This design comes from an exercise in tuning for small area on the open sky130 flow, not from production work.
At most, simulation tests tie the RTL to the original design; equivalence was not proved.
Only the layout flow was run in run 2; the RTL was not checked for function there.
Power and IR drop assume default switching activity.

## design.v

```verilog
`timescale 1ns/1ps
`default_nettype none
package rv_pipe_pkg;
    typedef logic [32-1:0] word_t;
endpackage
`default_nettype wire
`timescale 1ns/1ps
`default_nettype none
module rv_regfile (
    input  logic                        clk_i,
    input  logic                        arst_n_i,
    input  logic                        rd1_en_i,
    input  logic [5-1:0]   rd1_addr_i,
    input  logic                        rd1_ext_s_i,
    input  logic [32-1:0]         rd1_ext_d_i,
    input  logic                        rd2_en_i,
    input  logic [5-1:0]   rd2_addr_i,
    input  logic                        rd2_ext_s_i,
    input  logic [32-1:0]         rd2_ext_d_i,
    input  logic                        we_i,
    input  logic [5-1:0]   waddr_i,
    input  logic [32-1:0]         wdata_i,
    output logic [32-1:0]         rd1_data_o,
    output logic [32-1:0]         rd2_data_o
);
    logic [32-1:0] regs [1:32-1];
    logic [32-1:1] vld;
    logic [32-1:1] wen;
    logic [32-1:1] rd_ok;    
    logic [32+1:1] sel1, sel2;
    logic                   fwd_ok;
    assign fwd_ok = we_i && waddr_i != '0;
    assign sel1[32]   = rd1_ext_s_i;
    assign sel2[32]   = rd2_ext_s_i;
    assign sel1[32+1] = rd1_en_i && fwd_ok && rd1_addr_i == waddr_i;
    assign sel2[32+1] = rd2_en_i && fwd_ok && rd2_addr_i == waddr_i;
    for (genvar r = 1; r < 32; r++) begin : g_reg
        assign wen[r]   = we_i && waddr_i == r;
        assign rd_ok[r] = vld[r] && !wen[r];
        assign sel1[r]  = rd1_en_i && rd1_addr_i == r && rd_ok[r];
        assign sel2[r]  = rd2_en_i && rd2_addr_i == r && rd_ok[r];
        always_ff @(posedge clk_i or negedge arst_n_i) begin
            if (!arst_n_i)   vld[r] <= 1'b0;
            else if (wen[r]) vld[r] <= 1'b1;
        end
        always_ff @(posedge clk_i) begin
            if (wen[r]) regs[r] <= wdata_i;
        end
    end
    for (genvar i = 0; i < 32; i++) begin : g_bit
        logic [32-1:1] col;
        for (genvar r = 1; r < 32; r++) begin : g_col
            assign col[r] = regs[r][i];
        end
        rv_sel33 u_rd1 (
            .d ({wdata_i[i], rd1_ext_d_i[i], col}),
            .s (sel1),
            .y (rd1_data_o[i])
        );
        rv_sel33 u_rd2 (
            .d ({wdata_i[i], rd2_ext_d_i[i], col}),
            .s (sel2),
            .y (rd2_data_o[i])
        );
    end
endmodule
`default_nettype wire
`timescale 1ns/1ps
`default_nettype none
module rv_decode (
    input  logic        clk_i,
    input  logic        arst_n_i,
    input  logic        inst_valid_i,
    input  logic [31:0] inst_addr_i,
    input  logic [31:0] inst_i,
    output logic        we_o,        
    output logic        is_op_o,     
    output logic        is_u_o,      
    output logic        is_pc_o,     
    output logic [24:0] fld_o,       
    output logic [31:0] pc_o
);
    logic [6:0] opc;
    logic [2:0] f3;
    logic [6:0] f7;
    logic       f7_base, f7_alt;
    logic       ok;
    assign opc     = inst_i[6:0];
    assign f3      = inst_i[14:12];
    assign f7      = inst_i[31:25];
    assign f7_base = (f7 == 7'b0000000);
    assign f7_alt  = (f7 == 7'b0100000);
    always_comb begin
        case (opc)
            7'b0010011:   ok = (f3 == 3'b001) ? f7_base :
                               (f3 == 3'b101) ? (f7_base | f7_alt) : 1'b1;
            7'b0110011:   ok = f7_base | (f7_alt & (f3 == 3'b000 | f3 == 3'b101));
            7'b0110111:   ok = 1'b1;
            7'b0010111: ok = 1'b1;
            default:      ok = 1'b0;
        endcase
    end
    always_ff @(posedge clk_i or negedge arst_n_i) begin
        if (!arst_n_i) we_o <= 1'b0;
        else           we_o <= inst_valid_i & ok;
    end
    always_ff @(posedge clk_i) begin
        is_op_o <= opc[5] & opc[4] & ~opc[2];
        is_u_o  <= opc[2];
        is_pc_o <= ~opc[5];
        fld_o   <= inst_i[31:7];
        pc_o    <= inst_addr_i;
    end
endmodule
`default_nettype wire
`timescale 1ns/1ps
`default_nettype none
module rv_alu_gp (
    input  logic [31:0] a_i,
    input  logic [31:0] b_i,
    input  logic        inv_i,
    output logic [31:0] g_o,
    output logic [31:0] p_o
);
    logic [31:0] x;
    assign x   = b_i ^ {32{inv_i}};
    assign g_o = a_i & x;
    assign p_o = a_i ^ x;
endmodule
module rv_alu_bk (
    input  logic [31:0] g_i,
    input  logic [31:0] p_i,
    input  logic        cin_i,
    output logic [31:0] c_o
);
    logic [31:0] G [0:5];
    logic [31:0] P [0:5];
    logic [31:0] Gf;
    always_comb begin
        G[0] = g_i;
        P[0] = p_i;
        G[0][0] = g_i[0] | (p_i[0] & cin_i);
        for (int l = 1; l <= 5; l++) begin
            G[l] = G[l-1];
            P[l] = P[l-1];
            for (int i = 0; i < 32; i++) begin
                if ((i + 1) % (1 << l) == 0) begin
                    G[l][i] = G[l-1][i] | (P[l-1][i] & G[l-1][i - (1 << (l-1))]);
                    P[l][i] = P[l-1][i] & P[l-1][i - (1 << (l-1))];
                end
            end
        end
        Gf = G[5];
        for (int l = 4; l >= 1; l--) begin
            for (int i = 0; i < 32; i++) begin
                if ((i + 1) % (1 << l) == (1 << (l-1)) && i >= (1 << l)) begin
                    Gf[i] = G[l-1][i] | (P[l-1][i] & Gf[i - (1 << (l-1))]);
                end
            end
        end
        c_o = Gf;
    end
endmodule
module rv_alu_shift (
    input  logic [31:0] a_i,
    input  logic [4:0]  sh_i,
    input  logic        left_i,
    input  logic        arith_i,
    output logic [31:0] y_o       
);
    logic [31:0] x [0:6];
    logic        fill, fill_n;
    assign fill   = arith_i & a_i[31];
    assign fill_n = ~fill;
    assign x[0]   = a_i;
    for (genvar i = 0; i < 32; i++) begin : g_rev
        rv_mux2i u_m (.a (x[0][i]), .b (x[0][31-i]), .s (left_i), .y (x[1][i]));
    end
    for (genvar k = 0; k < 5; k++) begin : g_st
        for (genvar i = 0; i < 32; i++) begin : g_b
            if (i + (1 << k) < 32) begin : g_in
                rv_mux2i u_m (.a (x[k+1][i]), .b (x[k+1][i + (1 << k)]), .s (sh_i[k]),
                              .y (x[k+2][i]));
            end else begin : g_fill
                rv_mux2i u_m (.a (x[k+1][i]), .b ((k % 2 == 0) ? fill_n : fill), .s (sh_i[k]),
                              .y (x[k+2][i]));
            end
        end
    end
    assign y_o = x[6];
endmodule
module rv_alu_res (
    input  logic sum_i, shr_i, sh_i, p_i, g_i,
    input  logic s_add_i, s_sll_i, s_sr_i, s_p_i, s_g_i,
    output logic y_o
);
    assign y_o = (s_add_i & sum_i) | (s_sll_i & shr_i) | (s_sr_i & sh_i)
               | (s_p_i & p_i) | (s_g_i & g_i);
endmodule
module rv_alu_res0 (
    input  logic sum_i, shr_i, sh_i, p_i, g_i,
    input  logic s_add_i, s_sll_i, s_sr_i, s_p_i, s_g_i,
    input  logic co_i,      
    input  logic lt1_i,     
    input  logic lt0_i,     
    output logic y_o
);
    assign y_o = (s_add_i & sum_i) | (s_sll_i & shr_i) | (s_sr_i & sh_i)
               | (s_p_i & p_i) | (s_g_i & g_i) | (co_i ? lt1_i : lt0_i);
endmodule
module rv_execute (
    input  logic [2:0]  f3_i,
    input  logic        alt_i,     
    input  logic [31:0] op1_i,
    input  logic [31:0] op2_i,
    output logic [31:0] result_o
);
    logic        sub;
    logic [31:0] g, p, c, sum, sh;
    logic        lt1, lt0;
    logic        s_add, s_sll, s_sr, s_p, s_g, s_slt, s_sltu;
    assign sub = alt_i | (f3_i[2:1] == 2'b01);
    rv_alu_gp u_gp (.a_i (op1_i), .b_i (op2_i), .inv_i (sub), .g_o (g), .p_o (p));
    rv_alu_bk u_bk (.g_i (g), .p_i (p), .cin_i (sub), .c_o (c));
    assign sum = p ^ {c[30:0], sub};
    assign lt1 = s_slt & ~p[31];
    assign lt0 = (s_slt & p[31]) | s_sltu;
    rv_alu_shift u_sh (
        .a_i     (op1_i),
        .sh_i    (op2_i[4:0]),
        .left_i  (~f3_i[2]),
        .arith_i (alt_i),
        .y_o     (sh)
    );
    assign s_add  = (f3_i == 3'b000);
    assign s_sll  = (f3_i == 3'b001);
    assign s_slt  = (f3_i == 3'b010);
    assign s_sltu = (f3_i == 3'b011);
    assign s_sr   = (f3_i == 3'b101);
    assign s_p    = (f3_i == 3'b100) | (f3_i == 3'b110);
    assign s_g    = (f3_i == 3'b111) | (f3_i == 3'b110);
    rv_alu_res0 u_res0 (
        .sum_i   (sum[0]),
        .shr_i   (sh[31]),
        .sh_i    (sh[0]),
        .p_i     (p[0]),
        .g_i     (g[0]),
        .s_add_i (s_add),
        .s_sll_i (s_sll),
        .s_sr_i  (s_sr),
        .s_p_i   (s_p),
        .s_g_i   (s_g),
        .co_i    (c[31]),
        .lt1_i   (lt1),
        .lt0_i   (lt0),
        .y_o     (result_o[0])
    );
    for (genvar i = 1; i < 32; i++) begin : g_res
        rv_alu_res u_res (
            .sum_i   (sum[i]),
            .shr_i   (sh[31-i]),
            .sh_i    (sh[i]),
            .p_i     (p[i]),
            .g_i     (g[i]),
            .s_add_i (s_add),
            .s_sll_i (s_sll),
            .s_sr_i  (s_sr),
            .s_p_i   (s_p),
            .s_g_i   (s_g),
            .y_o     (result_o[i])
        );
    end
endmodule
`default_nettype wire
`timescale 1ns/1ps
`default_nettype none
module rv_retire (
    input  logic                        clk_i,
    input  logic                        arst_n_i,
    input  logic                        we_i,
    input  logic [5-1:0]   waddr_i,
    input  logic [32-1:0]         wdata_i,
    output logic                        wb_we_o,
    output logic [5-1:0]   wb_waddr_o,
    output logic [32-1:0]         wb_wdata_o
);
    always_ff @(posedge clk_i or negedge arst_n_i) begin
        if (!arst_n_i) wb_we_o <= 1'b0;
        else           wb_we_o <= we_i;
    end
    always_ff @(posedge clk_i) begin
        wb_waddr_o <= waddr_i;
        wb_wdata_o <= wdata_i;
    end
endmodule
`default_nettype wire
`timescale 1ns/1ps
`default_nettype none
module rv_aoi222 (
    input  logic a1, a2, b1, b2, c1, c2,
    output logic y
);
    assign y = ~((a1 & a2) | (b1 & b2) | (c1 & c2));
endmodule
module rv_nand4 (
    input  logic a, b, c, d,
    output logic y
);
    assign y = ~(a & b & c & d);
endmodule
module rv_nand3 (
    input  logic a, b, c,
    output logic y
);
    assign y = ~(a & b & c);
endmodule
module rv_nand2 (
    input  logic a, b,
    output logic y
);
    assign y = ~(a & b);
endmodule
module rv_a2111o (
    input  logic a1, a2, b1, c1, d1,
    output logic y
);
    assign y = (a1 & a2) | b1 | c1 | d1;
endmodule
module rv_sel32 (
    input  logic [31:0] d,
    input  logic [31:0] s,
    output logic        y
);
    logic [9:0] n;
    logic       n30, x0, x1, x2;
    for (genvar k = 0; k < 10; k++) begin : g_aoi
        rv_aoi222 u_aoi (
            .a1 (d[3*k]),   .a2 (s[3*k]),
            .b1 (d[3*k+1]), .b2 (s[3*k+1]),
            .c1 (d[3*k+2]), .c2 (s[3*k+2]),
            .y  (n[k])
        );
    end
    rv_nand2 u_n30 (.a (d[30]), .b (s[30]), .y (n30));
    rv_nand4 u_x0 (.a (n[0]), .b (n[1]), .c (n[2]), .d (n[3]), .y (x0));
    rv_nand4 u_x1 (.a (n[4]), .b (n[5]), .c (n[6]), .d (n[7]), .y (x1));
    rv_nand3 u_x2 (.a (n[8]), .b (n[9]), .c (n30), .y (x2));
    rv_a2111o u_or (.a1 (d[31]), .a2 (s[31]), .b1 (x0), .c1 (x1), .d1 (x2), .y (y));
endmodule
`default_nettype wire
`default_nettype none
module rv_mux2i (
    input  logic a, b, s,
    output logic y
);
    assign y = ~(s ? b : a);
endmodule
`default_nettype wire
`default_nettype none
module rv_or3 (
    input  logic a, b, c,
    output logic y
);
    assign y = a | b | c;
endmodule
module rv_sel33 (
    input  logic [32:0] d,
    input  logic [32:0] s,
    output logic        y
);
    logic [10:0] n;
    logic        x0, x1, x2;
    for (genvar k = 0; k < 11; k++) begin : g_aoi
        rv_aoi222 u_aoi (
            .a1 (d[3*k]),   .a2 (s[3*k]),
            .b1 (d[3*k+1]), .b2 (s[3*k+1]),
            .c1 (d[3*k+2]), .c2 (s[3*k+2]),
            .y  (n[k])
        );
    end
    rv_nand4 u_x0 (.a (n[0]), .b (n[1]), .c (n[2]),  .d (n[3]), .y (x0));
    rv_nand4 u_x1 (.a (n[4]), .b (n[5]), .c (n[6]),  .d (n[7]), .y (x1));
    rv_nand3 u_x2 (.a (n[8]), .b (n[9]), .c (n[10]), .y (x2));
    rv_or3   u_or (.a (x0), .b (x1), .c (x2), .y (y));
endmodule
`default_nettype wire
`timescale 1ns/1ps
`default_nettype none
module rv_pipe (
    input  logic                        clk_i,
    input  logic                        arst_n_i,
    input  logic                        inst_valid_i,
    input  logic [32-1:0]         inst_addr_i,
    input  logic [32-1:0]         inst_i,
    output logic                        wb_we_o,
    output logic [5-1:0]   wb_waddr_o,
    output logic [32-1:0]         wb_wdata_o
);
    logic        we, is_op, is_u, is_pc;
    logic [24:0] fld;
    logic [31:0] pc;
    logic [4:0]  rd, rs1, rs2;
    logic [2:0]  f3;
    logic        alt;
    logic [31:0] rdata1, rdata2, op1, op2, imm, result;
    rv_decode u_decode (
        .clk_i        (clk_i),
        .arst_n_i     (arst_n_i),
        .inst_valid_i (inst_valid_i),
        .inst_addr_i  (inst_addr_i),
        .inst_i       (inst_i),
        .we_o         (we),
        .is_op_o      (is_op),
        .is_u_o       (is_u),
        .is_pc_o      (is_pc),
        .fld_o        (fld),
        .pc_o         (pc)
    );
    assign rd  = fld[4:0];
    assign rs1 = fld[12:8];
    assign rs2 = fld[17:13];
    assign f3  = is_u ? 3'b000 : fld[7:5];
    assign alt = is_op ? fld[23] : (!is_u && fld[7:5] == 3'b101 && fld[23]);
    assign imm = is_u ? {fld[24:5], 12'd0} : {{20{fld[24]}}, fld[24:13]};
    rv_regfile u_regfile (
        .clk_i      (clk_i),
        .arst_n_i   (arst_n_i),
        .rd1_en_i    (~is_u),
        .rd1_addr_i  (rs1),
        .rd1_ext_s_i (is_u & is_pc),
        .rd1_ext_d_i (pc),
        .rd2_en_i    (is_op),
        .rd2_addr_i  (rs2),
        .rd2_ext_s_i (~is_op),
        .rd2_ext_d_i (imm),
        .we_i        (wb_we_o),
        .waddr_i     (wb_waddr_o),
        .wdata_i     (wb_wdata_o),
        .rd1_data_o (rdata1),
        .rd2_data_o (rdata2)
    );
    assign op1 = rdata1;
    assign op2 = rdata2;
    rv_execute u_execute (
        .f3_i     (f3),
        .alt_i    (alt),
        .op1_i    (op1),
        .op2_i    (op2),
        .result_o (result)
    );
    rv_retire u_retire (
        .clk_i      (clk_i),
        .arst_n_i   (arst_n_i),
        .we_i       (we),
        .waddr_i    (rd),
        .wdata_i    (result),
        .wb_we_o    (wb_we_o),
        .wb_waddr_o (wb_waddr_o),
        .wb_wdata_o (wb_wdata_o)
    );
endmodule
`default_nettype wire
```

## flow/run.sh

```bash
#!/bin/bash
# Layout: the standard ORFS flow (standard.sh) with two changes:
#  - clock tree: clkbuf_4 clock buffers, sink clusters of at most 9 within
#    40 um, and no dummy loads,
#  - port buffers: buf_1 instead of the default delay buffer.
# make's output goes to flow.log; ORFS writes each step's log under orfs/logs.
set -euo pipefail
bash standard.sh \
  "CTS_ARGS=-sink_clustering_enable -repair_clock_nets -dont_use_dummy_load -buf_list sky130_fd_sc_hd__clkbuf_4 -sink_clustering_size 9 -sink_clustering_max_diameter 40" \
  "BUFFER_PORTS_ARGS=-buffer_cell sky130_fd_sc_hd__buf_1" \
  finish > flow.log 2>&1
```

## standard.sh

```bash
#!/bin/bash
# synth_recipe.tcl (not shown) runs the flow's synth.tcl, then flattens the netlist and writes it again
# the make line also repeats each setting of config.mk as NAME=value (left out here)
make -C /OpenROAD-flow-scripts/flow DESIGN_CONFIG=/design/flow/config.mk WORK_HOME=/design/flow/orfs CLKGATE_MAP_FILE= SYNTH_SCRIPT=/design/flow/synth_recipe.tcl "${@:-finish}"
```

## config.mk

```make
export PLATFORM = sky130hd
export DESIGN_NAME = rv_pipe
export DESIGN_NICKNAME = rv_pipe
export VERILOG_FILES = /design/flow/design.v
export SDC_FILE = /design/flow/constraint.sdc
export NUM_CORES = 8
export LEC_CHECK = 0
export CAP_MARGIN = 20
export CORE_MARGIN = 2
export CORE_UTILIZATION = 40
export PLACE_DENSITY = 0.6
export SETUP_SLACK_MARGIN = 0.05
export SLEW_MARGIN = 20
export SYNTH_HIERARCHICAL = 1
```

## constraint.sdc

```tcl
create_clock -name core_clock -period 6.5 [get_ports {clk_i}]
set_input_delay 1.3000 -clock core_clock [delete_from_list [all_inputs] [get_ports {clk_i}]]
set_output_delay 1.3000 -clock core_clock [all_outputs]
set_load 0.01 [all_outputs]
```

==> results of run 1 <==
## what timing repair did
item | CTS | global route
endpoints found under the hold margin | 0 | 6
pin swaps | 2 | 11
gates resized for setup | 4 | 27
hold buffers | 0 | 1
buffers inserted | 4 | 18
setup endpoints to repair | 1 | 7
## worst max-delay path, cell delays in order (launching register included)
cell	delay, ns
dfxtp_1	0.44
or4b_4	0.71
o21ai_4	0.28
nor3_4	0.08
buf_12	0.20
a222oi_1	0.47
nand4_1	0.27
or3_2	0.60
xor2_1	0.17
ha_1	0.37
a21o_1	0.23
a31o_1	0.29
a211o_2	0.38
nand4_2	0.13
a21oi_2	0.10
a21o_1	0.22
a21o_1	0.20
xor2_1	0.16
a222oi_1	0.61
buf_4	0.24
nand2_1	0.05
## cells by family (layout without fill, tap and decap cells)
kind of cell               count (synthesis)  after routing  synth area share
AOI/OAI and AO/OA                        862            862             0.175
xor gates and xnor gates                  74             74            0.0139
adders and majority gates                 32             32           0.00849
buffers and inverters                     39            538           0.00499
DFF                                     1122           1122             0.691
muxes                                    193            193            0.0410
other                                      0             12                 0
and+or+nand+nor                          563            563            0.0665
## through the flow
step                      cell area (µm²)  worst slack (ns)  hold slack (ns)  power, mW
final                               53800             0.155            0.153       13.1
after global routing                53700            0.0639           0.0995       13.4
after CTS                           53400            0.0652           0.0537       13.1
after detailed placement            52100            0.0374            0.315       9.67
after global placement              52100            0.0704            0.311       9.67
after floorplan                     47400            0.0555            0.310       9.08
## modules after synthesis (local to each module, per instance), excerpt
| module | area [µm²] | cells inside | times used |
|---|---|---|---|
| rv_retire | 766 | 38 | 1 |
| rv_mux2i | 10.0 | 1 | 192 |
| rv_nand4 | 6.26 | 1 | 128 |
| rv_aoi222 | 10.0 | 1 | 704 |
| rv_alu_shift | 10.0 | 2 | 1 |
| rv_alu_gp | 752 | 68 | 1 |
| rv_regfile | 31900 | 1263 | 1 |
| rv_alu_res | 21.3 | 3 | 31 |
| rv_or3 | 6.26 | 1 | 64 |
## layout by cell type, fill, tap and decap left out, types with 5 or more instances in the layout
| cell | synthesis | layout |
|---|---|---|
| a21o_1 | 26 | 26 |
| nor4_4 | 0 | 12 |
| buf_1 | 0 | 103 |
| o21ai_0 | 32 | 16 |
| nor3_4 | 0 | 35 |
| inv_1 | 9 | 9 |
| buf_4 | 2 | 229 |
| nand2_1 | 92 | 92 |
| dfxtp_1 | 97 | 93 |
| nand4b_1 | 7 | 7 |
| or3_2 | 0 | 5 |
| nand4_1 | 134 | 134 |
| or2_1 | 11 | 10 |
| nor2_4 | 0 | 31 |
| nand2b_1 | 15 | 15 |
| a21oi_1 | 15 | 15 |
| nand3_1 | 71 | 71 |
| nor2b_1 | 16 | 16 |
| mux2i_1 | 193 | 193 |
| xnor2_1 | 10 | 10 |
| dfrtp_1 | 33 | 32 |
| or3_1 | 64 | 58 |
| a222oi_1 | 736 | 736 |
| or2_2 | 22 | 23 |
| diode_2 | 0 | 12 |
| xor2_1 | 63 | 63 |
| nor2_1 | 38 | 9 |
| a22oi_1 | 32 | 32 |
| o21ai_1 | 3 | 17 |
| ha_1 | 32 | 32 |
| edfxtp_1 | 992 | 992 |
| clkbuf_4 | 0 | 165 |
| buf_12 | 3 | 27 |
| nor3_2 | 0 | 16 |
## state kept, by name, indices dropped and copies added, names as in the netlist
name                 count
u_retire.wb_wdata_o     32
u_decode.we_o            1
u_regfile.regs         992
u_regfile.vld           31
u_decode.pc_o           32
u_retire.wb_waddr_o      5
u_decode.is_u_o          1
u_decode.is_pc_o         1
u_decode.is_op_o         1
u_decode.fld_o          25
u_retire.wb_we_o         1
## where the power goes
part           total [mW]  switching (mW)  internal, mW
sequential           8.44           0.226          8.21
combinational        1.13           0.805         0.321
clock                3.50            2.34          1.16
## layout make-up
type	count	area [µm²]
well taps	1524	1910
diodes	12	30.0
inverters	11	41.3
fillers	10100	62800
flip-flops and latches	1122	32600
multi-input cells	1724	15300
repair buffers	362	2670
clock buffers	165	1240
## layer usage
layer | track usage | vias up | wire length (µm)
met5 | 0 | - | 13
met4 | 0.163 | 2 | 11500
met3 | 0.0811 | 479 | 26600
met2 | 0.418 | 3396 | 76700
met1 | 0.399 | 18200 | 67200
li1 | - | 14600 | -
## worst paths after layout
path / from / to / slack (ns) / cells past startpoint
setup / recovery: u_retire.wb_waddr_o[4] / u_retire.wb_wdata_o[26] / 0.15 / 20
hold / removal: inst_addr_i[0] / u_decode.pc_o[0] / 0.15 / 1
setup reg to reg: u_retire.wb_waddr_o[4] / u_retire.wb_wdata_o[26] / 0.15 / 20
hold reg to reg: u_decode.fld_o[0] / u_retire.wb_waddr_o[0] / 0.33 / 0
max in group asynchronous: arst_n_i / u_regfile.vld[17] / 5.45 / 3
min in group asynchronous: arst_n_i / u_regfile.vld[2] / 0.50 / 2
==> reports/results.txt, run 1 <==
Top Ports -> 105
RSZ-0062 raised after global routing -> no
DRC -> 0
Port Buf Inserts -> 104
initial DRC count -> 9755
largest net degree at the start of global routing -> 37
maxcap violations -> 0
net count after synthesis -> 2984
Startpoint Class -> flip-flop
Synth Area per Inst -> 16.3 µm²
slew margin rel. -> 0.284
WL per Instance -> 37.0 µm
H-tree levels -> 4
register area share after synthesis -> 0.691
vias in the first global route -> 34.4k
Max VDD drop -> 0.191 mV
P&R area growth vs syn -> 14.0%
Final period util -> 0.976
Distinct cells, synth -> 59
core footprint -> 117000 µm²
first-pass GRT wire length -> 253000 µm
post-synth top area share -> 0.632
Worst-path clk slew -> 0.09 ns
layout cells sized above 1 -> 0.171
fin cells -> 4920
leakage -> 19.3 nW
status -> timing/DRC/antenna clean
EDFF count, synth -> 992
worst hold path type -> in -> reg
asr flop ratio synth -> 0.0294
num rows -> 125
Post-Synthesis Cells -> 2885
post-synth top area cell -> edfxtp_1
cell with the most instances after synthesis -> edfxtp_1
fmax -> 158 MHz
Cell Pwr Density -> 243 nW/µm²
Global Route Usage Sum -> 0.292
Data required, critical path -> 7.55 ns
Detailed Route WL -> 182000 µm
Ys Warns -> 16
Initial Util -> 0.405
Final ANT Viol Nets -> 0
FF+latch count, synth -> 1122
final critical-path required period -> 6.35 ns
Final Hold Fails -> 0
Die Y -> 347 µm
CTS tree -> yes
crit path DAT -> 7.39 ns
CTS Buf Count -> 165
Root Buffer -> clkbuf_4
post-layout net count -> 3485
post-placement cell count -> 4719
first drt pass iteration count -> 17
Clock Sinks -> 1122
final setup vio count -> 0
DP Wirelength -> 119000 µm
clock skew -> 0.153 ns
actual slew at the worst max-slew pin -> 1.07 ns
Clock Latency Late Sink -> 1.23 ns
Final Max Slew Viols -> 0
Setup crit end kind -> flip-flop
Post-synth top cells -> edfxtp_1, a222oi_1, mux2i_1, nand4_1, dfxtp_1
Synth Flop Type -> edfxtp_1
GR Overflow Total -> 0
Cell Area, Synth -> 47100 µm²
critical path peak fanout -> 32
die width -> 347 µm
TNS Setup -> 0 ns
mean number of vias per cell -> 7.47
crit path kind -> reg -> reg
Longest Clk Path Bufs -> 3
initial antenna violation count -> 4
Placer Congestion -> 1.02
detailed-route via count -> 36.8k
post-route core utilization -> 0.461
top cells by area, synth -> edfxtp_1, a222oi_1, dfxtp_1, mux2i_1, nand4_1
Die Area -> 121000 µm²
==> run 2: changes to the inputs <==
--- a/design.v
+++ b/design.v
@@ -8,2 +8,31 @@
 `default_nettype none
+module rv_rdhalf (
+    input  logic [3:0]                  hi_i,
+    input  logic [7:0]                  lo_i,
+    input  logic [32-1:1]      rd_ok_i,
+    input  logic                        ext_s_i,
+    input  logic                        fwd_s_i,
+    input  logic [16*(32-1)-1:0] regs_i,    
+    input  logic [15:0]                 ext_d_i,
+    input  logic [15:0]                 fwd_d_i,
+    output logic [15:0]                 data_o
+);
+    logic [32+1:1] sel;
+    for (genvar r = 1; r < 32; r++) begin : g_sel
+        assign sel[r] = hi_i[r/8] & lo_i[r%8] & rd_ok_i[r];
+    end
+    assign sel[32]   = ext_s_i;
+    assign sel[32+1] = fwd_s_i;
+    for (genvar i = 0; i < 16; i++) begin : g_bit
+        logic [32-1:1] col;
+        for (genvar r = 1; r < 32; r++) begin : g_col
+            assign col[r] = regs_i[(r-1)*16+i];
+        end
+        rv_sel33 u_sel (
+            .d ({fwd_d_i[i], ext_d_i[i], col}),
+            .s (sel),
+            .y (data_o[i])
+        );
+    end
+endmodule
 module rv_regfile (
@@ -29,9 +58,17 @@
     logic [32-1:1] rd_ok;    
-    logic [32+1:1] sel1, sel2;
-    logic                   fwd_ok;
+    logic [3:0]             hi1, hi2;
+    logic [7:0]             lo1, lo2;
+    logic                   fwd_ok, fwd1, fwd2;
+    logic [16*(32-1)-1:0] half [0:1];
     assign fwd_ok = we_i && waddr_i != '0;
-    assign sel1[32]   = rd1_ext_s_i;
-    assign sel2[32]   = rd2_ext_s_i;
-    assign sel1[32+1] = rd1_en_i && fwd_ok && rd1_addr_i == waddr_i;
-    assign sel2[32+1] = rd2_en_i && fwd_ok && rd2_addr_i == waddr_i;
+    assign fwd1   = rd1_en_i && fwd_ok && rd1_addr_i == waddr_i;
+    assign fwd2   = rd2_en_i && fwd_ok && rd2_addr_i == waddr_i;
+    for (genvar k = 0; k < 4; k++) begin : g_hi
+        assign hi1[k] = rd1_en_i && rd1_addr_i[4:3] == k;
+        assign hi2[k] = rd2_en_i && rd2_addr_i[4:3] == k;
+    end
+    for (genvar k = 0; k < 8; k++) begin : g_lo
+        assign lo1[k] = rd1_addr_i[2:0] == k;
+        assign lo2[k] = rd2_addr_i[2:0] == k;
+    end
     for (genvar r = 1; r < 32; r++) begin : g_reg
@@ -39,4 +76,2 @@
         assign rd_ok[r] = vld[r] && !wen[r];
-        assign sel1[r]  = rd1_en_i && rd1_addr_i == r && rd_ok[r];
-        assign sel2[r]  = rd2_en_i && rd2_addr_i == r && rd_ok[r];
         always_ff @(posedge clk_i or negedge arst_n_i) begin
@@ -48,17 +83,27 @@
         end
+        assign half[0][(r-1)*16 +: 16] = regs[r][15:0];
+        assign half[1][(r-1)*16 +: 16] = regs[r][31:16];
     end
-    for (genvar i = 0; i < 32; i++) begin : g_bit
-        logic [32-1:1] col;
-        for (genvar r = 1; r < 32; r++) begin : g_col
-            assign col[r] = regs[r][i];
-        end
-        rv_sel33 u_rd1 (
-            .d ({wdata_i[i], rd1_ext_d_i[i], col}),
-            .s (sel1),
-            .y (rd1_data_o[i])
+    for (genvar h = 0; h < 2; h++) begin : g_half
+        rv_rdhalf u_rd1 (
+            .hi_i    (hi1),
+            .lo_i    (lo1),
+            .rd_ok_i (rd_ok),
+            .ext_s_i (rd1_ext_s_i),
+            .fwd_s_i (fwd1),
+            .regs_i  (half[h]),
+            .ext_d_i (rd1_ext_d_i[16*h +: 16]),
+            .fwd_d_i (wdata_i[16*h +: 16]),
+            .data_o  (rd1_data_o[16*h +: 16])
         );
-        rv_sel33 u_rd2 (
-            .d ({wdata_i[i], rd2_ext_d_i[i], col}),
-            .s (sel2),
-            .y (rd2_data_o[i])
+        rv_rdhalf u_rd2 (
+            .hi_i    (hi2),
+            .lo_i    (lo2),
+            .rd_ok_i (rd_ok),
+            .ext_s_i (rd2_ext_s_i),
+            .fwd_s_i (fwd2),
+            .regs_i  (half[h]),
+            .ext_d_i (rd2_ext_d_i[16*h +: 16]),
+            .fwd_d_i (wdata_i[16*h +: 16]),
+            .data_o  (rd2_data_o[16*h +: 16])
         );
==> reports/results.txt, run 2 <==
num rows -> 126 (was 125)
Clock Sinks -> 1122 (unchanged)
clock skew -> 0.127 ns (was 0.153 ns)
Final Max Slew Viols -> 0 (unchanged)
Distinct cells, synth -> 60 (was 59)
Port Buf Inserts -> 104 (unchanged)
CP Cell Sequence -> buf_4 > and4bb_2 > nand2_1 > and2_1 > and3_1 > a222oi_1 > nand4_1 > or3_2 > xor2_1 > ha_1 > a21o_1 > a31o_1 > a211o_2 > nand4_2 > a21oi_2 > a221o_1 > a31oi_4 > o21bai_1 > xor2_1 > a222oi_1 > nand2_1 (was or4b_4 > o21ai_4 > nor3_4 > buf_12 > a222oi_1 > nand4_1 > or3_2 > xor2_1 > ha_1 > a21o_1 > a31o_1 > a211o_2 > nand4_2 > a21oi_2 > a21o_1 > a21o_1 > xor2_1 > a222oi_1 > buf_4 > nand2_1)
CTS Buf Count -> 166 (was 165)
Reg with most FFs -> u_regfile.regs (unchanged)
Final period util -> 0.968 (was 0.976)
RSZ-0062 raised after global routing -> no (unchanged)
P&R area growth vs syn -> 10.2% (was 14.0%)
Initial Util -> 0.404 (was 0.405)
post-route cell area -> 52500 µm² (was 53800 µm²)
post-layout net count -> 3460 (was 3485)
sw frac -> 0.255 (was 0.258)
Design Power -> 13.0 mW (was 13.1 mW)
logic gate share of total power -> 0.092 (was 0.086)
Detailed Route WL -> 179000 µm (was 182000 µm)
crit path DAT -> 7.19 ns (was 7.39 ns)
initial antenna violation count -> 24 (was 4)
flop2flop setup slack -> 0.21 ns (was 0.15 ns)
vias in the first global route -> 34.2k (was 34.4k)
Cell Area, Synth -> 47700 µm² (was 47100 µm²)
Top Ports -> 105 (unchanged)
Synth Area per Inst -> 16.2 µm² (was 16.3 µm²)
CTS tree -> yes (unchanged)
WL per Instance -> 36.5 µm (was 37.0 µm)
Post-Synthesis Cells -> 2947 (was 2885)
Worst-path clk slew -> 0.10 ns (was 0.09 ns)
cell internal pwr -> 9.70 mW (was 9.69 mW)
fmax -> 159 MHz (was 158 MHz)
# fillers -> 10.4k (was 10.1k)
most common cell after layout, fill and taps aside -> edfxtp_1 (unchanged)
asr flop ratio synth -> 0.0294 (unchanged)
Regs by FF count -> u_regfile.regs x992, u_decode.pc_o x32, u_retire.wb_wdata_o x32 (unchanged)
Ys Warns -> 19 (was 16)
Synth Flop Type -> edfxtp_1 (unchanged)
slew margin rel. -> 0.277 (was 0.284)
DRC -> 0 (unchanged)
initial DRC count -> 9215 (was 9755)
clock network fraction of total power -> 0.264 (was 0.268)
max incr delay on CP -> 0.56 ns (was 0.71 ns)
detailed-route via count -> 36.4k (was 36.8k)
Post-DP Area -> 51200 µm² (was 52100 µm²)
Startpoint Class -> flip-flop (unchanged)
final setup vio count -> 0 (unchanged)
net count after synthesis -> 3046 (was 2984)
max FFs per register -> 992 (unchanged)
largest net degree at the start of global routing -> 37 (unchanged)
Die Y -> 349 µm (was 347 µm)
Final Hold Fails -> 0 (unchanged)
DP Wirelength -> 120000 µm (was 119000 µm)
Global Route Usage Sum -> 0.284 (was 0.292)
core footprint -> 118000 µm² (was 117000 µm²)
actual slew at the worst max-slew pin -> 1.08 ns (was 1.07 ns)
Max VDD drop -> 0.167 mV (was 0.191 mV)
final critical-path required period -> 6.29 ns (was 6.35 ns)
Root Buffer -> clkbuf_4 (unchanged)
post-synth top area share -> 0.625 (was 0.632)
Die Area -> 122000 µm² (was 121000 µm²)
Placer Congestion -> 1.04 (was 1.02)
FF+latch count, synth -> 1122 (unchanged)
maxcap violations -> 0 (unchanged)
Seq pwr share -> 0.645 (was 0.646)
most frequent cells in the layout -> edfxtp_1, a222oi_1, mux2i_1 (was edfxtp_1, a222oi_1, buf_4)
switching pwr -> 3.33 mW (was 3.37 mW)
H-tree levels -> 4 (unchanged)
top cells by area, synth -> edfxtp_1, a222oi_1, dfxtp_1, mux2i_1, dfrtp_1 (was edfxtp_1, a222oi_1, dfxtp_1, mux2i_1, nand4_1)
first-pass GRT wire length -> 249000 µm (was 253000 µm)
Data required, critical path -> 7.40 ns (was 7.55 ns)
GR Overflow Total -> 0 (unchanged)
mean number of vias per cell -> 7.43 (was 7.47)
Max stage delay cell, worst path -> or3_2 (was or4b_4)
Cell Pwr Density -> 248 nW/µm² (was 243 nW/µm²)
Setup crit end kind -> flip-flop (unchanged)
Post-synth top cells -> edfxtp_1, a222oi_1, mux2i_1, nand4_1, and3_1 (was edfxtp_1, a222oi_1, mux2i_1, nand4_1, dfxtp_1)
post-synth top area cell -> edfxtp_1 (unchanged)
layout cells sized above 1 -> 0.124 (was 0.171)
crit path kind -> reg -> reg (unchanged)
status -> timing/DRC/antenna clean (unchanged)
first drt pass iteration count -> 15 (was 17)
worst path bufs/invs -> 1 (was 2)
worst hold slack -> 0.246 ns (was 0.153 ns)
cell with the most instances after synthesis -> edfxtp_1 (unchanged)
TNS Setup -> 0 ns (unchanged)
critical path peak fanout -> 16 (was 32)
EDFF count, synth -> 992 (unchanged)
leakage -> 19.2 nW (was 19.3 nW)
register area share after synthesis -> 0.683 (was 0.691)
Clock Latency Late Sink -> 1.14 ns (was 1.23 ns)
die width -> 349 µm (was 347 µm)
CP delay by family, top -> compound AO/OA/AOI/OAI gates (unchanged)
worst hold path type -> in -> reg (unchanged)
Final ANT Viol Nets -> 0 (unchanged)
Longest Clk Path Bufs -> 3 (unchanged)
[run 2: what timing repair did]
item | 4_1_cts | 5_1_grt
hold buffers | 0 | 0
setup buffers | 0 | 4
hold endpoints to repair | 0 | 0
setup endpoints to repair | 0 | 5
gates resized for setup | 0 | 19
[run 2: metrics by stage]
stage / cells / util / setup WS (ns)
CTS: 4890 / 0.444 / 0.221
global route: 4896 / 0.445 / 0.0503
global placement: 4724 / 0.434 / 0.404
finish: 4899 / 0.445 / 0.206
detailed placement: 4724 / 0.434 / 0.378
floorplan: 2947 / - / 0.0724
[run 2: logic make-up after synthesis]
logic type	count (synthesis)	synth area share
fa+ha+maj	32	0.00840
mux	193	0.0405
compound gates	839	0.170
buf+inv	46	0.00590
xor+xnor	74	0.0137
simple gates	641	0.0782
flops	1122	0.683
[run 2: power by group through the flow]
stage / sequential, mW / combinational (mW) / clock, mW
6_report: 8.40 / 1.19 / 3.44
4_1_cts: 8.38 / 1.16 / 3.51
3_3_place_gp: 8.54 / 1.15 / 0
2_1_floorplan: 8.62 / 0.450 / 0
5_1_grt: 8.40 / 1.27 / 3.77
3_5_place_dp: 8.54 / 1.16 / 0
[run 2: Yosys stat by module (local to each module, per instance), a selection]
module        copies in the design  cell area, µm²  flip-flops and latches  cells
rv_retire                        1             766                      38     38
rv_decode                        1            1320                      61     76
rv_alu_bk                        1             532                       0     81
rv_alu_gp                        1             752                       0     68
rv_execute                       1             362                       0     43
rv_pipe                          1             313                       0     65
rv_alu_res                      31            21.3                       0      3
rv_aoi222                      704            10.0                       0      1
rv_alu_shift                     1            10.0                       0      2
[run 2: final timing paths]
kind,start,end,cells after the start
setup reg to reg,u_retire.wb_waddr_o[4],u_retire.wb_wdata_o[31],21
max in group asynchronous,arst_n_i,u_regfile.vld[7],1
hold reg to reg,u_decode.fld_o[2],u_retire.wb_waddr_o[2],0
setup / recovery,u_retire.wb_waddr_o[4],u_retire.wb_wdata_o[31],21
min in group asynchronous,arst_n_i,u_regfile.vld[26],1
hold / removal,inst_i[10],u_decode.fld_o[3],1
[run 2: area by class of cell]
class                      count  area (µm²)  area share
inverter                      22        82.6     0.00157
timing repair buffer         270        1660      0.0315
sequential                  1122       32600       0.620
multi-input combinational   1779       15100       0.287
tap                         1536        1920      0.0366
clock buffer                 166        1250      0.0237
antenna                        4        10.0    0.000190
[run 2: routing by layer]
| layer | GRT usage | vias to the layer above | part of all wire |
|---|---|---|---|
| met1 | 0.392 | 18200 | 0.37 |
| met3 | 0.0883 | 401 | 0.15 |
| met5 | 0 | - | 0.00049 |
| li1 | - | 14600 | - |
| met2 | 0.426 | 3201 | 0.44 |
| met4 | 0.0938 | 12 | 0.034 |
==> run 3: changes to the inputs <==
--- a/design.v
+++ b/design.v
@@ -11,3 +11,3 @@
     input  logic [7:0]                  lo_i,
-    input  logic [32-1:1]      rd_ok_i,
+    input  logic [32-1:1]      vld_i,
     input  logic                        ext_s_i,
@@ -21,3 +21,3 @@
     for (genvar r = 1; r < 32; r++) begin : g_sel
-        assign sel[r] = hi_i[r/8] & lo_i[r%8] & rd_ok_i[r];
+        assign sel[r] = hi_i[r/8] & lo_i[r%8] & vld_i[r];
     end
@@ -48,3 +48,5 @@
     input  logic [32-1:0]         rd2_ext_d_i,
-    input  logic                        we_i,
+    input  logic                        clr_i,      
+    input  logic [5-1:0]   clr_addr_i,  
+    input  logic                        we_i,       
     input  logic [5-1:0]   waddr_i,
@@ -56,4 +58,3 @@
     logic [32-1:1] vld;
-    logic [32-1:1] wen;
-    logic [32-1:1] rd_ok;    
+    logic [32-1:1] clr, set;
     logic [3:0]             hi1, hi2;
@@ -74,10 +75,15 @@
     for (genvar r = 1; r < 32; r++) begin : g_reg
-        assign wen[r]   = we_i && waddr_i == r;
-        assign rd_ok[r] = vld[r] && !wen[r];
+        logic [32-1:0] nxt;
+        assign clr[r] = clr_i && clr_addr_i == r;
+        assign set[r] = we_i && waddr_i == r && !clr[r];
         always_ff @(posedge clk_i or negedge arst_n_i) begin
             if (!arst_n_i)   vld[r] <= 1'b0;
-            else if (wen[r]) vld[r] <= 1'b1;
+            else if (clr[r]) vld[r] <= 1'b1;
+        end
+        for (genvar i = 0; i < 32; i++) begin : g_b
+            rv_rfbit u_b (.q (regs[r][i]), .c (!clr[r]), .s (set[r]), .w (wdata_i[i]),
+                          .y (nxt[i]));
         end
         always_ff @(posedge clk_i) begin
-            if (wen[r]) regs[r] <= wdata_i;
+            regs[r] <= nxt;
         end
@@ -90,3 +96,3 @@
             .lo_i    (lo1),
-            .rd_ok_i (rd_ok),
+            .vld_i   (vld),
             .ext_s_i (rd1_ext_s_i),
@@ -101,3 +107,3 @@
             .lo_i    (lo2),
-            .rd_ok_i (rd_ok),
+            .vld_i   (vld),
             .ext_s_i (rd2_ext_s_i),
@@ -361,2 +367,8 @@
 endmodule
+module rv_rfbit (
+    input  logic q, c, s, w,
+    output logic y
+);
+    assign y = (q & c) | (s & w);
+endmodule
 module rv_nand2 (
@@ -480,2 +492,4 @@
         .rd2_ext_d_i (imm),
+        .clr_i       (we),
+        .clr_addr_i  (rd),
         .we_i        (wb_we_o),
==> reports/results.txt, run 3 <==
Distinct cells, synth -> 65 (was 60)
mean number of vias per cell -> 7.78 (was 7.43)
Longest Clk Path Bufs -> 3 (unchanged)
die width -> 346 µm (was 349 µm)
top cells by area, synth -> dfxtp_1, a22o_1, a222oi_1, mux2i_1, dfrtp_1 (was edfxtp_1, a222oi_1, dfxtp_1, mux2i_1, dfrtp_1)
Placer Congestion -> 1.08 (was 1.04)
Cell Pwr Density -> 235 nW/µm² (was 248 nW/µm²)
CTS Buf Count -> 169 (was 166)
asr flop ratio synth -> 0.0294 (unchanged)
num rows -> 125 (was 126)
WL per Instance -> 37.1 µm (was 36.5 µm)
Post-synth top cells -> dfxtp_1, a22o_1, a222oi_1, mux2i_1, nand4_1 (was edfxtp_1, a222oi_1, mux2i_1, nand4_1, and3_1)
Startpoint Class -> flip-flop (unchanged)
worst path bufs/invs -> 0 (was 1)
core footprint -> 116000 µm² (was 118000 µm²)
RSZ-0062 raised after global routing -> no (unchanged)
max incr delay on CP -> 0.54 ns (was 0.56 ns)
Max stage delay cell, worst path -> or2_1 (was or3_2)
actual slew at the worst max-slew pin -> 1.25 ns (was 1.08 ns)
register area share after synthesis -> 0.485 (was 0.683)
initial antenna violation count -> 27 (was 24)
post-synth top area share -> 0.467 (was 0.625)
Seq pwr share -> 0.591 (was 0.645)
Port Buf Inserts -> 104 (unchanged)
vias in the first global route -> 42.1k (was 34.2k)
post-layout net count -> 4507 (was 3460)
layout cells sized above 1 -> 0.106 (was 0.124)
slew margin rel. -> 0.164 (was 0.277)
Final Max Slew Viols -> 0 (unchanged)
Initial Util -> 0.403 (was 0.404)
status -> timing/DRC/antenna clean (unchanged)
detailed-route via count -> 46.2k (was 36.4k)
Clock Sinks -> 1122 (unchanged)
P&R area growth vs syn -> 11.4% (was 10.2%)
Cell Area, Synth -> 46600 µm² (was 47700 µm²)
Synth Flop Type -> dfxtp_1 (was edfxtp_1)
clock skew -> 0.191 ns (was 0.127 ns)
Worst-path clk slew -> 0.10 ns (about the same)
largest net degree at the start of global routing -> 37 (unchanged)
Setup crit end kind -> flip-flop (unchanged)
most common cell after layout, fill and taps aside -> dfxtp_1 (was edfxtp_1)
Top Ports -> 105 (unchanged)
Detailed Route WL -> 221000 µm (was 179000 µm)
Reg with most FFs -> u_regfile.regs (unchanged)
crit path kind -> reg -> reg (unchanged)
initial DRC count -> 11.2k (was 9215)
Synth Area per Inst -> 11.8 µm² (was 16.2 µm²)
CTS tree -> yes (unchanged)
# resized after CTS -> 0 (unchanged)
postcts setup bufs -> 0 (unchanged)
Final Hold Fails -> 0 (unchanged)
CP delay by family, top -> compound AO/OA/AOI/OAI gates (unchanged)
first drt pass iteration count -> 15 (unchanged)
final critical-path required period -> 6.26 ns (was 6.29 ns)
CP Cell Sequence -> or2_1 > o41ai_4 > nor3_4 > a222oi_1 > nand3_1 > or3_2 > xor2_1 > ha_1 > a21o_1 > a31o_1 > a211o_2 > nand4_2 > a21oi_2 > a221o_1 > a31oi_4 > o21bai_1 > xor2_1 > a222oi_1 > nand2_1 (was buf_4 > and4bb_2 > nand2_1 > and2_1 > and3_1 > a222oi_1 > nand4_1 > or3_2 > xor2_1 > ha_1 > a21o_1 > a31o_1 > a211o_2 > nand4_2 > a21oi_2 > a221o_1 > a31oi_4 > o21bai_1 > xor2_1 > a222oi_1 > nand2_1)
TNS Setup -> 0 ns (unchanged)
sw frac -> 0.299 (was 0.255)
Max VDD drop -> 0.156 mV (was 0.167 mV)
post-synth top area cell -> dfxtp_1 (was edfxtp_1)
Post-Synthesis Cells -> 3950 (was 2947)
logic gate share of total power -> 0.116 (was 0.092)
fmax -> 160 MHz (was 159 MHz)
leakage -> 20.1 nW (was 19.2 nW)
Clock Latency Late Sink -> 1.21 ns (was 1.14 ns)
Ys Warns -> 19 (unchanged)
cell internal pwr -> 8.56 mW (was 9.70 mW)
max FFs per register -> 992 (unchanged)
switching pwr -> 3.66 mW (was 3.33 mW)
Die Y -> 346 µm (was 349 µm)
clock network fraction of total power -> 0.293 (was 0.264)
cts hold-fix bufs -> 0 (unchanged)
final setup vio count -> 0 (unchanged)
maxcap violations -> 0 (unchanged)
GR Overflow Total -> 0 (unchanged)
cell with the most instances after synthesis -> dfxtp_1 (was edfxtp_1)
worst hold slack -> 0.171 ns (was 0.246 ns)
crit path DAT -> 7.22 ns (was 7.19 ns)
Root Buffer -> clkbuf_4 (unchanged)
critical path peak fanout -> 17 (was 16)
most frequent cells in the layout -> dfxtp_1, a22o_1, a222oi_1 (was edfxtp_1, a222oi_1, mux2i_1)
Die Area -> 119000 µm² (was 122000 µm²)
DP Wirelength -> 148000 µm (was 120000 µm)
Regs by FF count -> u_regfile.regs x992, u_decode.pc_o x32, u_retire.wb_wdata_o x32 (unchanged)
DRC -> 0 (unchanged)
Data required, critical path -> 7.46 ns (was 7.40 ns)
FF+latch count, synth -> 1122 (unchanged)
first-pass GRT wire length -> 309000 µm (was 249000 µm)
Global Route Usage Sum -> 0.348 (was 0.284)
worst hold path type -> in -> async (was in -> reg)
EDFF count, synth -> 0 (was 992)
net count after synthesis -> 4049 (was 3046)
Final ANT Viol Nets -> 0 (unchanged)
H-tree levels -> 4 (unchanged)
Final period util -> 0.964 (was 0.968)
run 3: stage by stage:
stage,utilization,worst slack [ns],cell area [µm²],cells,total power [mW]
global route,0.448,0.127,52000,5934,12.6
detailed placement,0.437,0.546,50700,5760,8.73
floorplan,-,0.408,46700,3950,8.01
finish,0.449,0.235,52000,5940,12.2
CTS,0.448,0.410,51900,5929,12.2
global placement,0.437,0.488,50600,5759,8.73
run 3: cell families after synthesis:
| family | count (synthesis) | share of synthesized area |
|---|---|---|
| AO/OA/AOI/OAI | 1829 | 0.360 |
| flip-flops | 1122 | 0.485 |
| AND/OR/NAND/NOR | 660 | 0.0846 |
| multiplexers | 193 | 0.0414 |
| XOR/XNOR | 74 | 0.0141 |
| buffers and inverters | 40 | 0.00585 |
| adder cells (fa/ha/maj) | 32 | 0.00858 |
run 3: area by class of cell:
| type | instances | area, µm² |
|---|---|---|
| clock buffers | 169 | 1270 |
| multi-input cells | 2788 | 24100 |
| inverters | 13 | 48.8 |
| repair buffers | 314 | 1990 |
| well taps | 1524 | 1910 |
| fillers | 10900 | 63900 |
| flip-flops and latches | 1122 | 22600 |
| diodes | 10 | 25.0 |
run 3: metal layers:
layer  share of wire  GRT usage  vias up
met2            0.43      0.524     3921
met3            0.14      0.120      633
met1            0.38      0.456    22800
li1                -          -    18800
met4           0.045      0.137       10
met5          0.0012     0.0128        -
run 3: path summary, 6_finish.rpt:
path	from	slack, ns	endpoint	cells after the start
max	u_retire.wb_waddr_o[0]	0.24	u_retire.wb_wdata_o[31]	19
min	arst_n_i	0.17	u_decode.we_o	2
max reg2reg	u_retire.wb_waddr_o[0]	0.24	u_retire.wb_wdata_o[31]	19
min reg2reg	u_regfile.regs[14][5]	0.52	u_regfile.regs[14][5]	1
max in group asynchronous	arst_n_i	5.74	u_regfile.vld[28]	2
min in group core_clock	inst_addr_i[21]	0.19	u_decode.pc_o[21]	1
run 3: per-module statistics from Yosys, one instance, submodules excluded, excerpt:
module | flops+latches | cells | times used
rv_regfile | 1023 | 1212 | 1
rv_decode | 61 | 76 | 1
rv_alu_gp | 0 | 68 | 1
rv_alu_bk | 0 | 81 | 1
rv_execute | 0 | 43 | 1
rv_mux2i | 0 | 1 | 192
rv_nand4 | 0 | 1 | 128
rv_nand3 | 0 | 1 | 64
run 3: power by group through the flow:
stage | Combinational, mW | Sequential [mW] | Clock, mW
2_1_floorplan | 0.525 | 7.49 | 0
3_3_place_gp | 1.37 | 7.36 | 0
3_5_place_dp | 1.37 | 7.36 | 0
4_1_cts | 1.37 | 7.20 | 3.63
5_1_grt | 1.46 | 7.23 | 3.88
6_report | 1.42 | 7.22 | 3.58
==> run 4: changes to the inputs <==
--- a/design.v
+++ b/design.v
@@ -43,2 +43,3 @@
     input  logic                        rd1_ext_s_i,
+    input  logic                        rd1_fwd_i,    
     input  logic [32-1:0]         rd1_ext_d_i,
@@ -47,2 +48,3 @@
     input  logic                        rd2_ext_s_i,
+    input  logic                        rd2_fwd_i,
     input  logic [32-1:0]         rd2_ext_d_i,
@@ -61,7 +63,3 @@
     logic [7:0]             lo1, lo2;
-    logic                   fwd_ok, fwd1, fwd2;
     logic [16*(32-1)-1:0] half [0:1];
-    assign fwd_ok = we_i && waddr_i != '0;
-    assign fwd1   = rd1_en_i && fwd_ok && rd1_addr_i == waddr_i;
-    assign fwd2   = rd2_en_i && fwd_ok && rd2_addr_i == waddr_i;
     for (genvar k = 0; k < 4; k++) begin : g_hi
@@ -98,3 +96,3 @@
             .ext_s_i (rd1_ext_s_i),
-            .fwd_s_i (fwd1),
+            .fwd_s_i (rd1_fwd_i),
             .regs_i  (half[h]),
@@ -109,3 +107,3 @@
             .ext_s_i (rd2_ext_s_i),
-            .fwd_s_i (fwd2),
+            .fwd_s_i (rd2_fwd_i),
             .regs_i  (half[h]),
@@ -131,3 +129,5 @@
     output logic [24:0] fld_o,       
-    output logic [31:0] pc_o
+    output logic [31:0] pc_o,
+    output logic        fwd1_o,      
+    output logic        fwd2_o       
 );
@@ -153,5 +153,16 @@
     end
+    logic rd_nz, fwd1_d, fwd2_d;
+    assign rd_nz  = fld_o[4:0] != 5'd0;
+    assign fwd1_d = we_o & rd_nz & ~opc[2] & (inst_i[19:15] == fld_o[4:0]);
+    assign fwd2_d = we_o & rd_nz & opc[5] & opc[4] & ~opc[2] & (inst_i[24:20] == fld_o[4:0]);
     always_ff @(posedge clk_i or negedge arst_n_i) begin
-        if (!arst_n_i) we_o <= 1'b0;
-        else           we_o <= inst_valid_i & ok;
+        if (!arst_n_i) begin
+            we_o   <= 1'b0;
+            fwd1_o <= 1'b0;
+            fwd2_o <= 1'b0;
+        end else begin
+            we_o   <= inst_valid_i & ok;
+            fwd1_o <= fwd1_d;
+            fwd2_o <= fwd2_d;
+        end
     end
@@ -455,3 +466,3 @@
 );
-    logic        we, is_op, is_u, is_pc;
+    logic        we, is_op, is_u, is_pc, fwd1, fwd2;
     logic [24:0] fld;
@@ -473,3 +484,5 @@
         .fld_o        (fld),
-        .pc_o         (pc)
+        .pc_o         (pc),
+        .fwd1_o       (fwd1),
+        .fwd2_o       (fwd2)
     );
@@ -487,2 +500,3 @@
         .rd1_ext_s_i (is_u & is_pc),
+        .rd1_fwd_i   (fwd1),
         .rd1_ext_d_i (pc),
@@ -491,2 +505,3 @@
         .rd2_ext_s_i (~is_op),
+        .rd2_fwd_i   (fwd2),
         .rd2_ext_d_i (imm),
--- a/config.mk
+++ b/config.mk
@@ -9,5 +9,5 @@
 export CORE_MARGIN = 2
-export CORE_UTILIZATION = 40
-export PLACE_DENSITY = 0.6
-export SETUP_SLACK_MARGIN = 0.05
+export CORE_UTILIZATION = 60
+export PLACE_DENSITY = 0.72
+export SETUP_SLACK_MARGIN = 0.2
 export SLEW_MARGIN = 20
==> reports/results.txt, run 4 <==
post-route cell area -> 50900 µm² (was 52000 µm²)
CTS tree -> yes (unchanged)
FF-to-FF Start -> u_decode.fld_o[17] (was u_retire.wb_waddr_o[0])
H-tree levels -> 4 (unchanged)
core footprint -> 77200 µm² (was 116000 µm²)
layout cells sized above 1 -> 0.0881 (was 0.106)
Root Buffer -> clkbuf_4 (unchanged)
top cells by area, synth -> dfxtp_1, a22o_1, a222oi_1, mux2i_1, dfrtp_1 (unchanged)
Initial Util -> 0.604 (was 0.403)
postcts setup bufs -> 0 (unchanged)
crit path DAT -> 7.08 ns (was 7.22 ns)
vias in the first global route -> 41.4k (was 42.1k)
flop2flop setup slack -> 0.34 ns (was 0.24 ns)
Top Ports -> 105 (unchanged)
Detailed Route WL -> 200000 µm (was 221000 µm)
Clock Latency Late Sink -> 1.13 ns (was 1.21 ns)
initial antenna violation count -> 8 (was 27)
WL met2 -> 79100 µm (was 94100 µm)
Regs by FF count -> u_regfile.regs x992, u_decode.pc_o x32, u_retire.wb_wdata_o x32 (unchanged)
cts hold-fix bufs -> 0 (unchanged)
net count after synthesis -> 4047 (was 4049)
Distinct cells, synth -> 66 (was 65)
Final ANT Viol Nets -> 0 (unchanged)
detailed-route via count -> 46.0k (was 46.2k)
maxcap violations -> 0 (unchanged)
Reg with most FFs -> u_regfile.regs (unchanged)
leakage -> 19.8 nW (was 20.1 nW)
max FFs per register -> 992 (unchanged)
Placer Congestion -> 1.16 (was 1.08)
Final period util -> 0.947 (was 0.964)
TNS Setup -> 0 ns (unchanged)
die width -> 283 µm (was 346 µm)
post-synth top area cell -> dfxtp_1 (unchanged)
cell with the most instances after synthesis -> dfxtp_1 (unchanged)
post-layout net count -> 4438 (was 4507)
DRC -> 0 (unchanged)
FF+latch count, synth -> 1124 (was 1122)
Worst-path clk slew -> 0.10 ns (about the same)
Post-DP Area -> 49700 µm² (was 50700 µm²)
Cell Pwr Density -> 235 nW/µm² (about the same)
most frequent cells in the layout -> dfxtp_1, a22o_1, a222oi_1 (unchanged)
multi-input logic area -> 24100 µm² (about the same)
first-pass GRT wire length -> 284000 µm (was 309000 µm)
crit path kind -> reg -> reg (unchanged)
worst hold path type -> in -> reg (was in -> async)
first drt pass iteration count -> 20 (was 15)
post-route core utilization -> 0.659 (was 0.449)
Ys Warns -> 19 (unchanged)
GR Overflow Total -> 0 (unchanged)
Max VDD drop -> 0.175 mV (was 0.156 mV)
post-placement cell count -> 5219 (was 5760)
R2R depth -> 17 (was 19)
Longest Clk Path Bufs -> 3 (unchanged)
post-synth top area share -> 0.467 (about the same)
initial DRC count -> 12.7k (was 11.2k)
Synth Area per Inst -> 11.8 µm² (about the same)
Port Buf Inserts -> 104 (unchanged)
DR top layer -> met5 (unchanged)
fin cells -> 5383 (was 5940)
actual slew at the worst max-slew pin -> 1.18 ns (was 1.25 ns)
slew margin rel. -> 0.216 (was 0.164)
asr flop ratio synth -> 0.0311 (was 0.0294)
Setup crit end kind -> flip-flop (unchanged)
reg2reg end -> u_retire.wb_wdata_o[31] (unchanged)
Global Route Usage Sum -> 0.479 (was 0.348)
register area share after synthesis -> 0.486 (was 0.485)
status -> timing/DRC/antenna clean (unchanged)
crit path capture -> u_retire.wb_wdata_o[31] (unchanged)
WL met3 -> 30000 µm (was 31800 µm)
Clock Sinks -> 1124 (was 1122)
Data required, critical path -> 7.43 ns (was 7.46 ns)
RSZ-0062 raised after global routing -> no (unchanged)
final setup vio count -> 0 (unchanged)
largest net degree at the start of global routing -> 37 (unchanged)
mean number of vias per cell -> 8.54 (was 7.78)
Synth Flop Type -> dfxtp_1 (unchanged)
final critical-path required period -> 6.16 ns (was 6.26 ns)
CTS Buf Count -> 158 (was 169)
fmax -> 162 MHz (was 160 MHz)
Hold Startpoint -> inst_addr_i[6]
DP Wirelength -> 132000 µm (was 148000 µm)
critical path peak fanout -> 16 (was 17)
max incr delay on CP -> 0.69 ns (was 0.54 ns)
EDFF count, synth -> 0 (unchanged)
Cell Area, Synth -> 46700 µm² (was 46600 µm²)
CP Launch Point -> u_decode.fld_o[17] (was u_retire.wb_waddr_o[0])
Final Hold Fails -> 0 (unchanged)
Die Y -> 283 µm (was 346 µm)
Sequential Area -> 22700 µm² (was 22600 µm²)
WL per Instance -> 37.2 µm (was 37.1 µm)
# resized after CTS -> 0 (unchanged)
Post-synth top cells -> dfxtp_1, a22o_1, a222oi_1, mux2i_1, nand4_1 (unchanged)
Post-Synthesis Cells -> 3948 (was 3950)
Die Area -> 80000 µm² (was 119000 µm²)
WL met1 -> 73600 µm (was 84600 µm)
Max stage delay cell, worst path -> a222oi_1 (was or2_1)
clock skew -> 0.176 ns (was 0.191 ns)
most common cell after layout, fill and taps aside -> dfxtp_1 (unchanged)
# fillers -> 6249 (was 10.9k)
P&R area growth vs syn -> 9.09% (was 11.4%)
Final Max Slew Viols -> 0 (unchanged)
worst hold slack -> 0.289 ns (was 0.171 ns)
Startpoint Class -> flip-flop (unchanged)
num rows -> 102 (was 125)
CP Cell Sequence -> and3b_1 > and3_1 > a222oi_1 > nand4_1 > or3_1 > xor2_1 > ha_1 > nand4_1 > o21ai_0 > a211oi_1 > a21oi_2 > a221o_1 > a31oi_4 > o21bai_1 > xor2_1 > a222oi_1 > nand2_1 (was or2_1 > o41ai_4 > nor3_4 > a222oi_1 > nand3_1 > or3_2 > xor2_1 > ha_1 > a21o_1 > a31o_1 > a211o_2 > nand4_2 > a21oi_2 > a221o_1 > a31oi_4 > o21bai_1 > xor2_1 > a222oi_1 > nand2_1)
==> run 4: cell count changes after synthesis, sizes merged, moves of 7 or more <==
cell	change
a21o	+30
nand3	-8
nor3b	-20
nand2b	-31
a211oi	+18
a2111oi	+7
==> run 4: modules after synthesis (local to each module, per instance), a selection <==
module / times used / cell area [µm²] / cells / flip-flops and latches
rv_alu_bk: 1 / 532 / 81 / 0
rv_alu_gp: 1 / 752 / 68 / 0
rv_alu_res: 31 / 21.3 / 3 / 0
rv_alu_res0: 1 / 32.5 / 4 / 0
rv_alu_shift: 1 / 10.0 / 2 / 0
rv_aoi222: 704 / 10.0 / 1 / 0
rv_decode: 1 / 1510 / 95 / 63
rv_execute: 1 / 362 / 43 / 0
rv_mux2i: 192 / 10.0 / 1 / 0
rv_nand3: 64 / 5.00 / 1 / 0
rv_or3: 64 / 6.26 / 1 / 0
rv_pipe: 1 / 313 / 65 / 0
rv_rdhalf: 4 / 194 / 31 / 0
rv_regfile: 1 / 21800 / 1191 / 1023
rv_retire: 1 / 766 / 38 / 38
rv_rfbit: 992 / 8.76 / 1 / 0
==> run 4: cell families after synthesis <==
| group | after synthesis | synth area share |
|---|---|---|
| adders and majority gates | 32 | 0.00858 |
| xor gates and xnor gates | 75 | 0.0142 |
| DFF | 1124 | 0.486 |
| buffers and inverters | 42 | 0.00563 |
| and+or+nand+nor | 598 | 0.0746 |
| AOI/OAI and AO/OA | 1883 | 0.369 |
| muxes | 194 | 0.0417 |
==> run 4: layout make-up <==
| cell class | count | share of cell area |
|---|---|---|
| diodes | 6 | 0.000295 |
| clock buffers | 158 | 0.0233 |
| inverters | 10 | 0.000737 |
| multi-input cells | 2782 | 0.474 |
| flip-flops and latches | 1124 | 0.445 |
| well taps | 1040 | 0.0256 |
| repair buffers | 263 | 0.0311 |
==> run 4: worst min-delay path by stage <==
stage	end	slack (ns)	cells after the start
2_1_floorplan	u_retire.wb_waddr_o[1]	0.42	0
3_3_place_gp	u_retire.wb_waddr_o[1]	0.48	0
3_5_place_dp	u_retire.wb_waddr_o[1]	0.48	0
4_1_cts	u_decode.pc_o[1]	0.23	1
5_1_grt	u_decode.pc_o[6]	0.24	1
6_report	u_decode.pc_o[6]	0.29	1
==> run 4: power by group <==
part | leakage (nW) | switching, mW | internal [mW] | total, mW
sequential | 9.29 | 0.200 | 7.01 | 7.21
combinational | 9.80 | 0.953 | 0.380 | 1.33
clock | 0.727 | 2.32 | 1.11 | 3.43
total | 19.8 | 3.47 | 8.50 | 12.0
==> run 4: per-layer routing <==
layer  vias up  GRT usage
li1      18700          -
met1     22000      0.639
met2      4396      0.662
met3       878      0.140
met4         4      0.339
met5         -    0.00244
==> run 4: stage by stage <==
step	total power, mW	setup slack (ns)
floorplan	8.03	0.888
global placement	8.63	0.811
detailed placement	8.63	0.760
CTS	11.9	0.726
global route	12.3	0.390
finish	12.0	0.341
==> run 4: critical path: cells and delay by family, from the launching register on <==
| kind | cells | cell delay (ns) |
|---|---|---|
| XOR/XNOR | 2 | 0.29 |
| AND/OR/NAND/NOR | 6 | 2.17 |
| adder cells (fa/ha/maj) | 1 | 0.40 |
| AO/OA/AOI/OAI | 8 | 2.74 |
| flip-flops | 1 | 0.40 |
==> run 5: changes to the inputs <==
--- a/config.mk
+++ b/config.mk
@@ -9,4 +9,4 @@
 export CORE_MARGIN = 2
-export CORE_UTILIZATION = 60
-export PLACE_DENSITY = 0.72
+export CORE_UTILIZATION = 50
+export PLACE_DENSITY = 0.65
 export SETUP_SLACK_MARGIN = 0.2
==> reports/results.txt, run 5 <==
Post-synth top cells -> dfxtp_1, a22o_1, a222oi_1, mux2i_1, nand4_1 (unchanged)
Post-Synthesis Cells -> 3948 (unchanged)
asr flop ratio synth -> 0.0311 (unchanged)
net count after synthesis -> 4047 (unchanged)
Synth Flop Type -> dfxtp_1 (unchanged)
Die Area -> 95800 µm² (was 80000 µm²)
final critical-path required period -> 6.07 ns (was 6.16 ns)
post-synth top area share -> 0.467 (unchanged)
H-tree levels -> 4 (unchanged)
post-route core utilization -> 0.552 (was 0.659)
slew margin rel. -> 0.236 (was 0.216)
Global Route Usage Sum -> 0.421 (was 0.479)
EDFF count, synth -> 0 (unchanged)
Final Hold Fails -> 0 (unchanged)
Final Max Slew Viols -> 0 (unchanged)
FF+latch count, synth -> 1124 (unchanged)
detailed-route via count -> 46.1k (was 46.0k)
status -> timing/DRC/antenna clean (unchanged)
grt met3 use -> 0.0991 (was 0.140)
Root Buffer -> clkbuf_4 (unchanged)
Regs by FF count -> u_regfile.regs x992, u_decode.pc_o x32, u_retire.wb_wdata_o x32 (unchanged)
Max stage delay cell, worst path -> a222oi_1 (unchanged)
post-layout net count -> 4452 (was 4438)
most frequent cells in the layout -> dfxtp_1, a22o_1, a222oi_1 (unchanged)
WL per Instance -> 37.5 µm (was 37.2 µm)
M2 GR Usage -> 0.586 (was 0.662)
critical path peak fanout -> 16 (unchanged)
Initial Util -> 0.502 (was 0.604)
Port Buf Inserts -> 104 (unchanged)
core footprint -> 92900 µm² (was 77200 µm²)
initial antenna violation count -> 11 (was 8)
Reg with most FFs -> u_regfile.regs (unchanged)
TNS Setup -> 0 ns (unchanged)
Max VDD drop -> 0.180 mV (was 0.175 mV)
==> run 5: cell counts after synthesis <==
Identical to the previous run, type by type.
==> run 5: cells by family (layout without fill, tap and decap cells) <==
| kind of cell | Yosys count | count (layout) | synth area share |
|---|---|---|---|
| adder cells (fa/ha/maj) | 32 | 32 | 0.00858 |
| multiplexers | 194 | 194 | 0.0417 |
| AO/OA/AOI/OAI | 1883 | 1883 | 0.369 |
| AND/OR/NAND/NOR | 598 | 598 | 0.0746 |
| XOR/XNOR | 75 | 75 | 0.0142 |
| flip-flops | 1124 | 1124 | 0.486 |
| buffers and inverters | 42 | 445 | 0.00563 |
| other | 0 | 10 | 0 |
==> run 5: routing by layer <==
layer	part of all wire	wire length [µm]
met4	0.084	17700
met5	0.00025	52
met3	0.14	28500
met2	0.40	84100
met1	0.38	79900
==> run 5: final cells by class <==
class | count | area, µm² | share of cell area
Tap cell | 1254 | 1570 | 0.0306
Antenna cell | 10 | 25.0 | 0.000488
Timing Repair Buffer | 268 | 1630 | 0.0318
Sequential cell | 1124 | 22700 | 0.442
Multi-Input combinational cell | 2782 | 24100 | 0.470
Clock buffer | 167 | 1250 | 0.0244
Inverter | 10 | 37.5 | 0.000732
==> run 5: stage by stage <==
step / cell area (µm²) / hold slack (ns) / cells / total power, mW / worst slack, ns
floorplan: 46700 / 0.421 / 3948 / 8.03 / 0.888
CTS: 51300 / 0.112 / 5605 / 12.1 / 0.697
detailed placement: 50000 / 0.471 / 5438 / 8.70 / 0.779
finish: 51300 / 0.157 / 5615 / 12.2 / 0.433
global route: 51300 / 0.138 / 5611 / 12.5 / 0.337
global placement: 50000 / 0.467 / 5437 / 8.70 / 0.906
==> run 5: report_power, final <==
group,switching [mW],internal [mW]
Sequential,0.206,7.01
Clock,2.39,1.17
Combinational,1.00,0.381
Total,3.60,8.57
==> run 5: worst reg2reg max path, cell delays in order, from the launching register on <==
cell and delay [ns]:
dfxtp_1 0.50, and3b_1 0.43, and3_1 0.54, a222oi_1 0.42, nand4_1 0.39, or3_2 0.60
xor2_1 0.16, ha_1 0.37, a21o_1 0.23, a31o_1 0.27, a211o_2 0.39, a31oi_4 0.20
inv_2 0.06, a21o_1 0.20, xor2_1 0.16, a222oi_1 0.70, nand2_1 0.21
==> run 5: final timing paths <==
check                              startpoint                 endpoint  slack, ns  depth (start not counted)
setup / recovery           u_decode.fld_o[15]  u_retire.wb_wdata_o[13]       0.43                         16
hold / removal                 inst_addr_i[3]         u_decode.pc_o[3]       0.16                          1
setup reg to reg           u_decode.fld_o[15]  u_retire.wb_wdata_o[13]       0.43                         16
hold reg to reg             u_decode.fld_o[1]   u_retire.wb_waddr_o[1]       0.48                          0
max in group asynchronous            arst_n_i        u_regfile.vld[23]       5.51                          1
min in group asynchronous            arst_n_i        u_regfile.vld[28]       0.23                          1
==> run 5: modules after synthesis, one instance, submodules excluded, excerpt <==
module	copies in the design	cells	flip-flops and latches	area, µm²
rv_nand4	128	1	0	6.26
rv_alu_res	31	3	0	21.3
rv_rfbit	992	1	0	8.76
rv_decode	1	95	63	1510
rv_mux2i	192	1	0	10.0
rv_retire	1	38	38	766
rv_aoi222	704	1	0	10.0
rv_alu_shift	1	2	0	10.0
